What follows belongs to an exercise in optimizing a design on an open flow for small area, a short achievable clock period and few clock cycles per item; a production flow would make more cautious choices. Only simulation tests tie the RTL to the original design; equivalence was not proved. No activity file was given, so power comes from the tool's default toggle rates.

// huff_enc_top
module huff_enc_top (
    input  logic        clk,
    input  logic        n_rst,
    input  logic        i_tbl_we,
    input  logic [7:0]  i_tbl_addr,
    input  logic [15:0] i_tbl_code,
    input  logic [4:0]  i_tbl_len,
    input  logic        i_start,
    input  logic        i_wait,
    input  logic [1:0]  i_comp,
    input  logic [31:0] i_data,
    output logic        o_valid,
    output logic [7:0]  o_data,
    output logic        o_done
);
    logic [16:0] dc_tab  [0:8];
    logic [16:0] ac_tab  [0:23];    
    logic [16:0] eob_tab;
    logic [16:0] wval;
    always_comb begin
        for (int i = 0; i < 17; i++) begin
            wval[i] = ((i_tbl_len == 5'(i)) ||
                       ((i < 16) && (i_tbl_len > 5'(i)) && i_tbl_code[i % 16]));
        end
    end
    always_ff @(posedge clk) begin
        if (n_rst && i_tbl_we) begin
            for (int c = 0; c < 9; c++)
                if (i_tbl_addr == 8'(c)) dc_tab[c] <= wval;
            for (int r = 0; r < 3; r++)
                for (int s = 1; s <= 8; s++)
  ...
Size: about 3,300 cells after synthesis, roughly 660 flip-flops, ~78 I/O pins, ~33,000 sq um of cells after synthesis.
export LEC_CHECK = 0
export ABC_AREA = 1
export CAP_MARGIN = 20
export CORE_MARGIN = 2
export CORE_UTILIZATION = 55
export SLEW_MARGIN = 20
export SYNTH_HIERARCHICAL = 1
create_clock -name core_clock -period 12.0 [get_ports {clk}]
standard.sh (not shown) runs the stock make flow with config.mk's settings and CLKGATE_MAP_FILE= SYNTH_SCRIPT=/design/flow/synth_recipe.tcl, a recipe that flattens the netlist after the stock synthesis.
==> flow/flow/run.sh <==
#!/bin/bash
# Standard ORFS layout (the standard.sh) with stronger timing repair:
# a larger setup repair target, sizing not limited to same-footprint cells,
# and plain buffers on the ports instead of delay buffers.
set -euo pipefail
bash standard.sh finish \
  SETUP_SLACK_MARGIN=5.7 \
  MATCH_CELL_FOOTPRINT=0 \
  "BUFFER_PORTS_ARGS=-buffer_cell sky130_fd_sc_hd__buf_4" \
  > standard_flow.log 2>&1
Testbench counts at the start, summed over its fixed seeds: cycles 9,294, blocks 2,400.
Then changed:
--- a/flow/flow/run.sh
+++ b/flow/flow/run.sh
@@ -7 +7 @@
-  SETUP_SLACK_MARGIN=5.7 \
+  SETUP_SLACK_MARGIN=6.1 \
- wire length went up by about 1%
- via count climbs by about 1%
- final cell count is higher by 1.3%
- hold slack stays flat
- area after synthesis does not change
- clock-buffer cell count does not change
- worst setup slack gains 0.24 ns
- sequential power barely changes
- total power grows by 0.57%
- global-route usage rises by 0.26 points
- core utilization rises by 1.2 points
Then changed:
--- a/flow/flow/run.sh
+++ b/flow/flow/run.sh
@@ -7 +7 @@
-  SETUP_SLACK_MARGIN=6.1 \
+  SETUP_SLACK_MARGIN=6.5 \
@@ -9 +9 @@
-  "BUFFER_PORTS_ARGS=-buffer_cell sky130_fd_sc_hd__buf_4" \
+  "BUFFER_PORTS_ARGS=-buffer_cell sky130_fd_sc_hd__buf_2" \
- CORE_UTILIZATION: 55 -> 65
Effect: Non-clock buffer count rose by 80; total power is higher slightly; sequential power barely changes; critical path depth rises by 2; routed wire length grows by roughly a tenth; final area climbs by a few percent.
Then changed:
--- a/flow/flow/run.sh
+++ b/flow/flow/run.sh
@@ -9 +9 @@
-  "BUFFER_PORTS_ARGS=-buffer_cell sky130_fd_sc_hd__buf_2" \
+  "BUFFER_PORTS_ARGS=-buffer_cell sky130_fd_sc_hd__buf_4" \
- CORE_UTILIZATION: 65 -> 55
- CTS_CLUSTER_DIAMETER: default -> 300
- CTS_CLUSTER_SIZE: default -> 22
The new run produced a clean layout; power decreases by about 15%; fmax increases by 1.6%; synthesized area is unchanged.

---

Starting RTL as in the previous note.
Settings: LEC_CHECK=0, ABC_AREA=1, CAP_MARGIN=20, CORE_MARGIN=2, CORE_UTILIZATION=55, SLEW_MARGIN=20, SYNTH_HIERARCHICAL=1; clock period 12.0 ns.
==> flow/flow/run.sh <==
#!/bin/bash
# Standard ORFS layout (the standard.sh) with stronger timing repair:
# a larger setup repair target, sizing not limited to same-footprint cells,
# and plain buffers on the ports instead of delay buffers.
set -euo pipefail
bash standard.sh finish \
  SETUP_SLACK_MARGIN=7.2 \
  MATCH_CELL_FOOTPRINT=0 \
  "BUFFER_PORTS_ARGS=-buffer_cell sky130_fd_sc_hd__buf_4" \
  > standard_flow.log 2>&1
The starting point produced a clean layout.
Testbench counts at the start, summed over its fixed seeds: cycles 9,294, blocks 2,400.
Edit:
--- a/flow/flow/run.sh
+++ b/flow/flow/run.sh
@@ -5,5 +5,5 @@
 set -euo pipefail
 bash standard.sh finish \
-  SETUP_SLACK_MARGIN=7.2 \
+  SETUP_SLACK_MARGIN=6.5 \
   MATCH_CELL_FOOTPRINT=0 \
   "BUFFER_PORTS_ARGS=-buffer_cell sky130_fd_sc_hd__buf_4" \
=> Wire length fell by about 6%. Global-route usage fell by 1.4 points. Core utilization fell by 5.1 points.
Edit:
Settings changed: CORE_UTILIZATION 55 to 62, CTS_CLUSTER_DIAMETER set to 300, CTS_CLUSTER_SIZE set to 22.
What happened:
- The changed run completed without violations
- worst hold slack gets better by 12 ps
- combinational power rose by about 1%
- design area fell by about 3.6%
- wire length hardly moves
- synthesized cell count does not change
- via count rose by about 2%
- area after synthesis stays the same
- critical path depth fell by 1
- setup slack gets worse by 36 ps
- core utilization rose by 5.7 points
- count of clock-buffer cells in the layout fell by 36
Edit:
--- a/flow/flow/run.sh
+++ b/flow/flow/run.sh
@@ -5,5 +5,5 @@
 set -euo pipefail
 bash standard.sh finish \
-  SETUP_SLACK_MARGIN=6.5 \
+  SETUP_SLACK_MARGIN=6.3 \
   MATCH_CELL_FOOTPRINT=0 \
   "BUFFER_PORTS_ARGS=-buffer_cell sky130_fd_sc_hd__buf_4" \
Settings changed: CORE_UTILIZATION 62 to 55, CTS_CLUSTER_DIAMETER 300 to not set, CTS_CLUSTER_SIZE 22 to not set.
After rerunning: Global-route usage falls by 4.4 points. Final area rises by 3.5%. Area after synthesis does not change. Worst hold slack got worse by 12 ps. Setup slack got worse by 91 ps. Sequential cell count is unchanged. Wire length rises by 1.2%.

afterwards: timing with drivers on the ports:
The results above use ideal ports. As a check the final layouts listed here were re-extracted and re-timed, cells and wires unchanged.
Step 1: set_driving_cell puts a clkbuf_16 on clk and a buf_2 on each other input, an assumption about the parent block.
Step 2 also shifts input and output timing later by t, the mid clock arrival at the registers, as if the neighbouring blocks saw the same clock.
Slacks: ideal ports / drivers / drivers and shift; pairs: ideal ports / drivers.
run	t, ns	setup slack, ns	worst slew at a driven data input, ns
the first run of note 1	0.662	5.794 / 5.728 / 5.208	0.18
the second run of note 1	0.663	6.038 / 5.970 / 5.479	0.17
the third run of note 1	0.704	6.169 / 6.089 / 5.385	0.18
the fourth run of note 1	0.633	6.262 / 6.197 / 5.861	0.21
the first run of note 2	0.668	6.249 / 6.181 / 6.094	0.28
the second run of note 2	0.683	6.300 / 6.233 / 5.898	0.20
the third run of note 2	0.649	6.264 / 6.201 / 5.887	0.16
the fourth run of note 2	0.666	6.173 / 6.106 / 5.720	0.17
After both steps every run listed still meets setup and hold. For the third run of note 1, which loses most, drivers alone change the setup slack by -0.080 ns; drivers and shift together by -0.784 ns.
